This design comes from an exercise in tuning for small area on the open sky130 flow, not from production work.
Function was checked by simulation only, so behaviour that the tests miss may differ from the original.
Power figures rest on the tool's default switching activity, not on a simulated workload.

File: design/flow/run.sh
#!/bin/bash
# synth_recipe.tcl (not shown) runs the flow's synth.tcl, then flattens the netlist and writes it again
# the make line also repeats each setting of config.mk as NAME=value (left out here)
make -C /OpenROAD-flow-scripts/flow DESIGN_CONFIG=/design/flow/config.mk WORK_HOME=/design/flow/orfs CLKGATE_MAP_FILE= SYNTH_SCRIPT=/design/flow/synth_recipe.tcl finish
File: design/flow/config.mk
export PLATFORM = sky130hd
export DESIGN_NAME = lock_top
export DESIGN_NICKNAME = lock_top
export VERILOG_FILES = /design/flow/design.v
export SDC_FILE = /design/flow/constraint.sdc
export NUM_CORES = 4
export LEC_CHECK = 0
export CAP_MARGIN = 20
export CORE_MARGIN = 2
export CORE_UTILIZATION = 40
export SLEW_MARGIN = 20
export SYNTH_HIERARCHICAL = 1
File: design/flow/constraint.sdc
create_clock -name core_clock -period 10.0 [get_ports {clk}]
set_input_delay 2.0000 -clock core_clock [delete_from_list [all_inputs] [get_ports {clk}]]
set_output_delay 2.0000 -clock core_clock [all_outputs]
set_load 0.01 [all_outputs]
File: design/flow/design.v
package lock_pkg;
  typedef logic [3:0] digit_t;
  typedef digit_t [4-1:0] code_t;
  typedef digit_t [20-1:0] entry_t;   
  typedef logic [1:0] code_sel_t;
  typedef logic [2:0] tries_t;
  typedef enum logic [3:0] {
    STARTUP,
    LOCKED,
    VALIDATE,
    BEEP,
    PENALTY,
    LOCKOUT,
    UNLOCKED,
    OPEN,
    DEBOUNCE_UNLOCK,
    DEBOUNCE_LOCK
  } lock_state_t;
  typedef enum logic [2:0] {
    TMR_DEBOUNCE,
    TMR_RELOCK,
    TMR_BEEP,
    TMR_PENALTY,
    TMR_LOCKOUT
  } timer_sel_t;
endpackage
`timescale 1ns/1ps
module dig_eq (
  input  logic [3:0] e,
  input  logic [3:0] ne,
  input  logic [3:0] c,
  input  logic [3:0] nc,
  output logic       eq
);
  assign eq = &((e | nc) & (ne | c));
endmodule
`timescale 1ns/1ps
module lock_top (
  input  logic                 clk,
  input  logic                 rst,
  input  logic                 door_open,
  input  logic                 inside_button,
  input  logic [79:0] entry,
  input  logic                 entry_valid,
  input  logic                 code_wr,
  input  logic [1:0]         code_sel,
  input  logic [15:0]        code_value,
  output logic                 bolt,
  output logic                 beep,
  output logic                 keypad_en,
  output logic [2:0]         fail_count
);
  localparam logic [3:0] S_STARTUP  = 4'd0;
  localparam logic [3:0] S_LOCKED   = 4'd1;
  localparam logic [3:0] S_VALIDATE = 4'd2;
  localparam logic [3:0] S_BEEP     = 4'd3;
  localparam logic [3:0] S_PENALTY  = 4'd4;
  localparam logic [3:0] S_LOCKOUT  = 4'd5;
  localparam logic [3:0] S_UNLOCKED = 4'd6;
  localparam logic [3:0] S_OPEN     = 4'd7;
  localparam logic [3:0] S_DEB_UNL  = 4'd8;
  localparam logic [3:0] S_DEB_LCK  = 4'd9;
  logic [63:0] code_bits;
  logic [63:0] code_next;
  logic [3:0]  code_ok;
  logic [3:0]  ok_next;
  always_comb begin
    code_next = code_bits;
    ok_next   = code_ok;
    for (int c = 0; c < 4; c++) begin
      if (code_wr && (code_sel == c[1:0])) begin
        code_next[16*c +: 16] = code_value;
        ok_next[c]            = 1'b1;
      end
    end
  end
  always_ff @(posedge clk, posedge rst) begin
    if (rst) code_ok <= '0;
    else     code_ok <= ok_next;
  end
  always_ff @(posedge clk) begin
    code_bits <= code_next;
  end
  logic [79:0] entry_bits;
  logic        match_now;
  logic        match_q;
  assign entry_bits = entry;
  logic [79:0] entry_n;
  logic [63:0] code_n;
  logic        deq [4][4][17];
  logic [3:0]  hit;
  assign entry_n = ~entry_bits;
  assign code_n  = ~code_next;
  for (genvar c = 0; c < 4; c++) begin : g_code
    for (genvar k = 0; k < 4; k++) begin : g_dig
      for (genvar p = 0; p <= 16; p++) begin : g_pos
        dig_eq u_eq (
          .e  (entry_bits[4*(p+k) +: 4]),
          .ne (entry_n[4*(p+k) +: 4]),
          .c  (code_next[16*c+4*k +: 4]),
          .nc (code_n[16*c+4*k +: 4]),
          .eq (deq[c][k][p])
        );
      end
    end
  end
  always_comb begin
    for (int c = 0; c < 4; c++) begin
      hit[c] = 1'b0;
      for (int p = 0; p <= 16; p++) begin
        if (deq[c][0][p] && deq[c][1][p] && deq[c][2][p] && deq[c][3][p]) hit[c] = 1'b1;
      end
    end
    match_now = |(hit & ok_next);
  end
  always_ff @(posedge clk) begin
    match_q <= match_now;
  end
  logic [5:0] tcnt;
  logic [5:0] tlen;
  logic       timer_start;
  logic       expired;
  assign expired = (tcnt == 6'd1);
  always_ff @(posedge clk, posedge rst) begin
    if (rst)                tcnt <= '0;
    else if (timer_start)   tcnt <= tlen;
    else if (tcnt != 6'd0)  tcnt <= tcnt - 6'd1;
  end
  logic [3:0] state, state_d;
  logic [2:0] fail_d;
  logic       held, held_d;
  logic       key_error, key_confirm;
  assign key_error   = entry_valid && (entry_bits[3:0] == 4'hE);
  assign key_confirm = entry_valid && (entry_bits[3:0] != 4'hE) && (entry_bits[3:0] != 4'hF);
  always_comb begin
    state_d     = state;
    fail_d      = fail_count;
    held_d      = held;
    timer_start = 1'b0;
    tlen        = 6'd8;
    case (state)
      S_STARTUP: begin
        if (!door_open) state_d = S_LOCKED;
      end
      S_LOCKED: begin
        if (key_error) begin
          state_d = S_BEEP; timer_start = 1'b1; tlen = 6'd6;
        end
        else if (key_confirm) begin
          state_d = S_VALIDATE;
        end
        else if (inside_button) begin
          state_d = S_DEB_UNL; timer_start = 1'b1; held_d = 1'b0;
        end
      end
      S_VALIDATE: begin
        if (match_q) begin
          state_d = S_UNLOCKED; timer_start = 1'b1; tlen = 6'd40;
        end
        else begin
          state_d = S_PENALTY; fail_d = fail_count + 3'd1;
          timer_start = 1'b1; tlen = 6'd12;
        end
      end
      S_BEEP: begin
        if (expired) state_d = S_LOCKED;
      end
      S_PENALTY: begin
        if (expired && (fail_count >= 3'd5)) begin
          state_d = S_LOCKOUT; timer_start = 1'b1; tlen = 6'd60;
        end
        else if (expired) begin
          state_d = S_LOCKED;
        end
      end
      S_LOCKOUT: begin
        if (expired) begin
          state_d = S_LOCKED; fail_d = '0;
        end
      end
      S_UNLOCKED: begin
        if (door_open) begin
          state_d = S_OPEN;
        end
        else if (inside_button) begin
          state_d = S_DEB_LCK; timer_start = 1'b1; held_d = 1'b0;
        end
        else if (expired) begin
          state_d = S_LOCKED; fail_d = '0;
        end
      end
      S_OPEN: begin
        if (!door_open) begin
          state_d = S_UNLOCKED; timer_start = 1'b1; tlen = 6'd40;
        end
      end
      S_DEB_UNL: begin
        if (!inside_button && (held || expired)) begin
          state_d = S_UNLOCKED; timer_start = 1'b1; tlen = 6'd40;
        end
        else if (!inside_button) begin
          state_d = S_LOCKED;
        end
        else if (expired) begin
          held_d = 1'b1;
        end
      end
      S_DEB_LCK: begin
        if (!inside_button && (held || expired)) begin
          state_d = S_LOCKED; fail_d = '0;
        end
        else if (!inside_button) begin
          state_d = S_UNLOCKED; timer_start = 1'b1; tlen = 6'd40;
        end
        else if (expired) begin
          held_d = 1'b1;
        end
      end
      default: state_d = S_STARTUP;
    endcase
  end
  always_ff @(posedge clk, posedge rst) begin
    if (rst) begin
      state      <= S_STARTUP;
      fail_count <= '0;
      held       <= 1'b0;
    end
    else begin
      state      <= state_d;
      fail_count <= fail_d;
      held       <= held_d;
    end
  end
  assign bolt = (state == S_LOCKED) || (state == S_VALIDATE) || (state == S_BEEP) ||
                (state == S_PENALTY) || (state == S_LOCKOUT) || (state == S_DEB_UNL);
  assign beep      = (state == S_BEEP);
  assign keypad_en = (state == S_LOCKED);
endmodule
==> run_results.csv <==
group,metric,value,unit
outcome,outcome,"timing/DRC/antenna clean",
synth,synth_edf_count,0,
timing,finalClockSkew,0.00721,ns
synth,ys_ff_latch,83,
final_layout,syn_to_final_growth,22.1,%
clock_tree,tritoncts,"built",
final_layout,layout.cells.non_filler,2621,
placed_design,gp_congestion,1.07,
worst_setup_path,cp_top_family,"buffers and inverters",
timing,whs,0.478,ns
routing,num_vias,24621,
worst_setup_path,worstReg2RegStart,"code_bits[27]",
synth,yosys_warnings,8,
synth,synth_common_cells,"1089 x o22ai_1, 272 x nor4_2, 155 x inv_1",
timing,fmax,155,MHz
worst_setup_path,worstSetupPathType,"input pin to register",
synth,yosys.area.top_type,"o22ai_1",
global_route,grt_pass1_vias,23433,
routing,drtIter0Drc,5342,
synth,ys_types,53,
timing,final.setup.tns,0,ns
power,leakagePower,5.34,nW
clock_tree,clkSlewWorstSetupHoldPaths,0.07,ns
clock_tree,hold_buffers,0,
global_route,grt_overflow,0,
synth,synth_flop_cell,"dfxtp_1",
worst_setup_path,crit_start,"code_sel[1]",
synth,synth_area_per_cell,7.75,sq um
worst_setup_path,crit_path_frequent_cell,"nand4_1",
routing,drt-total-wl,108000,um
floorplanning,io_pins,110,
global_route,grt_max_degree,21,
clock_tree,cts_setup_buffers,0,
timing,maxSlewViolCount,0,
run,max-cap-violations,0,
timing,fin_crit,6.46,ns
worst_hold_path,hp-start,"code_ok[0]",
placed_design,port_buffers,109,
synth,synthMostInstantiatedCell,"o22ai_1",
floorplanning,die_w,196,um
global_route,grt_pass1_wl,158000,um
power,ir_drop,117,uV
worst_setup_path,crit_path_end_kind,"register",
placed_design,place_hpwl,69100,um
floorplanning,core_area,36300,sq um
worst_setup_path,critPathLaunchType,"input pin",
synth,synthCells,1896,
routing,antenna_left,0,
worst_setup_path,max_stage_delay,1.05,ns
synth,syn-num-nets,2004,
floorplanning,start_util,40.4,%
worst_setup_path,cp.arrival,6.72,ns
timing,final_hold_viol_count,0,
routing,dr.pass1.iters,11,
timing,setup_viol,0,
global_route,antenna_found_initial,1,
synth,synth_top_area_share,46.4,%
final_layout,fin_util,49.4,%
worst_hold_path,worstHoldPathType,"register to register",
placed_design,dpl.cell_count,2605,
worst_setup_path,critPathSlowestCell,"mux2i_2",
placed_design,place_ws,3.46,ns
worst_setup_path,crit_chain,"clkdlybuf4s50_1, nand3b_1, buf_4, mux2i_2, inv_1, o22ai_1, nor4_2, nand4_1, nand4_1, nor4_1, nand4_1, a22o_1, a221o_1",
timing,rsz0062_at_grt,"no",
worst_setup_path,cp_max_fo,18,
clock_tree,clock_path_buffers,2,
clock_tree,cts.repair.resized,0,
floorplanning,dieArea,38300,sq um
routing,viasPerCell,9.39,
routing,drt-wirelength-per-cell,41.2,um
routing,drc_errors,0,
global_route,track_usage,54.1,%
synth,synth_area_leaders,"o22ai_1 46%, nor4_2 23%, dfxtp_1 8.9%",
clock_tree,clock_sinks,83,
floorplanning,die_y,196,um
worst_setup_path,crit_buf_inv,3,
clock_tree,cts_buffers,9,
synth,synth_area,14700,sq um
power,pwr_density_cell,182,nW/um^2
timing,relSlewSlack,18.2,%
synth,yosysSeqAreaShare,11.9,%
timing,worst_slack,3.54,ns
final_layout,final_nets,2256,
final_layout,drive_above_1_share,23.5,%
timing,worst-slew-pin-transition,1.20,ns
floorplanning,core.rowCount,70,
final_layout,diodes,0,
clock_tree,htreeDepth,3,
worst_setup_path,required,10.26,ns
synth,postSynth.asyncResetShare,21.7,%
clock_tree,clockRootBuffer,"clkbuf_16",
clock_tree,clk_latency,0.36,ns
timing,fin_crit_sh,64.6,%
[worst register-to-register path: cells and delay by family, from the launching register on]
| kind | cells | cell delay, ns |
|---|---|---|
| buf+inv | 1 | 0.70 |
| compound gates | 3 | 0.82 |
| simple gates | 5 | 1.02 |
| mux | 1 | 0.92 |
| flops | 1 | 0.31 |
[per-stage QoR]
step           total power [mW]  area [sq um]
2_1_floorplan              1.91         14700
3_3_place_gp               2.74         17600
3_5_place_dp               2.76         17600
4_1_cts                    3.09         17900
5_1_grt                    3.34         17900
6_report                   3.26         17900
[per-module statistics from Yosys (local to each module, per instance)]
module    flip-flops and latches  cells  cell area [sq um]
dig_eq                         0      5               37.5
lock_top                      83    536               4480
[cell families (layout without fill, tap and decap cells)]
| family | after synthesis | after routing | share of synthesized area, % |
|---|---|---|---|
| AOI/OAI and AO/OA | 1144 | 1144 | 48.9 |
| adders and majority gates | 4 | 4 | 0.341 |
| DFF | 83 | 83 | 11.9 |
| xor gates and xnor gates | 5 | 5 | 0.298 |
| and+or+nand+nor | 427 | 427 | 29.5 |
| buffers and inverters | 168 | 425 | 4.62 |
| muxes | 65 | 65 | 4.44 |
[sequential cells by signal (all words and copies together), names as in the netlist]
signal and cells:
held 1, state 4, match_q 1, code_bits 64, tcnt 6, fail_count 3, code_ok 4
[path summary, 6_finish.rpt]
path	to	slack (ns)	cells past startpoint
setup / recovery	match_q	3.54	13
hold / removal	code_ok[0]	0.48	1
hold reg to reg	code_ok[0]	0.48	1
min in group asynchronous	code_ok[0]	2.11	2
setup reg to reg	match_q	6.13	10
max in group asynchronous	tcnt[5]	7.34	2
[power by group]
group,internal (mW),leakage (nW),switching (mW)
clock network,0.175,0.133,0.154
registers,0.411,0.758,0.0777
logic,0.804,4.45,1.64
total,1.39,5.34,1.87
[cells in the final DEF, fill, tap and decap left out, drive strengths merged, types with 3 or more instances in the layout]
| cell | n |
|---|---|
| o21ai | 15 |
| buf | 145 |
| nor3 | 4 |
| xnor2 | 3 |
| or3 | 4 |
| a21oi | 11 |
| o211ai | 3 |
| nand2 | 17 |
| clkinv | 3 |
| nor4 | 278 |
| clkdlybuf4s50 | 109 |
| mux2i | 64 |
| and3 | 3 |
| nor2 | 12 |
| nand3 | 6 |
| clkbuf | 12 |
| nand4 | 86 |
| o22ai | 1089 |
| a31oi | 4 |
| a21boi | 4 |
| ha | 4 |
| dfrtp | 18 |
| inv | 155 |
| nand2b | 7 |
| dfxtp | 65 |
| o31ai | 5 |
[area by class of cell]
cell class	count	area (sq um)
fillers	3652	18400
inverters	155	582
flip-flops and latches	83	1750
repair buffers	254	2180
well taps	468	586
clock inverters	4	26.3
clock buffers	12	246
multi-input cells	1645	12600
[per-layer routing]
| layer | global-route usage (%) | wire, um | up-vias |
|---|---|---|---|
| li1 | - | - | 9195 |
| met5 | 1.40 | 80 | - |
| met3 | 24.4 | 18200 | 1069 |
| met4 | 39.4 | 11500 | 6 |
| met1 | 64.7 | 36900 | 11459 |
| met2 | 76.1 | 41400 | 2892 |

[port drivers added, routing unchanged]
How much do the figures lean on ideal ports? The routed layout below was timed once more, with nothing changed but the port constraints.
Step 1 assumes that a clkbuf_16 drives the clock port and a buf_2 every other input.
Step 2 times the ports against the registers' clock, not the clock port: input delays grow and output delays shrink by t, the midpoint of the rising clock arrivals with the driver on.
a / b / c = ideal / step 1 / step 2; a / b = the first two.
t (ns): 0.409
setup slack, ns: 3.540 / 3.557 / 3.148
worst hold slack (ns): 0.478 / 0.478 / 0.478
clock arrival spread, ns: 0.010 / 0.010
pins driven straight from the clock port: 1
After both steps setup and hold are still met in this run. For this run, drivers alone change the setup slack by +0.017 ns; drivers and shift together by -0.392 ns.
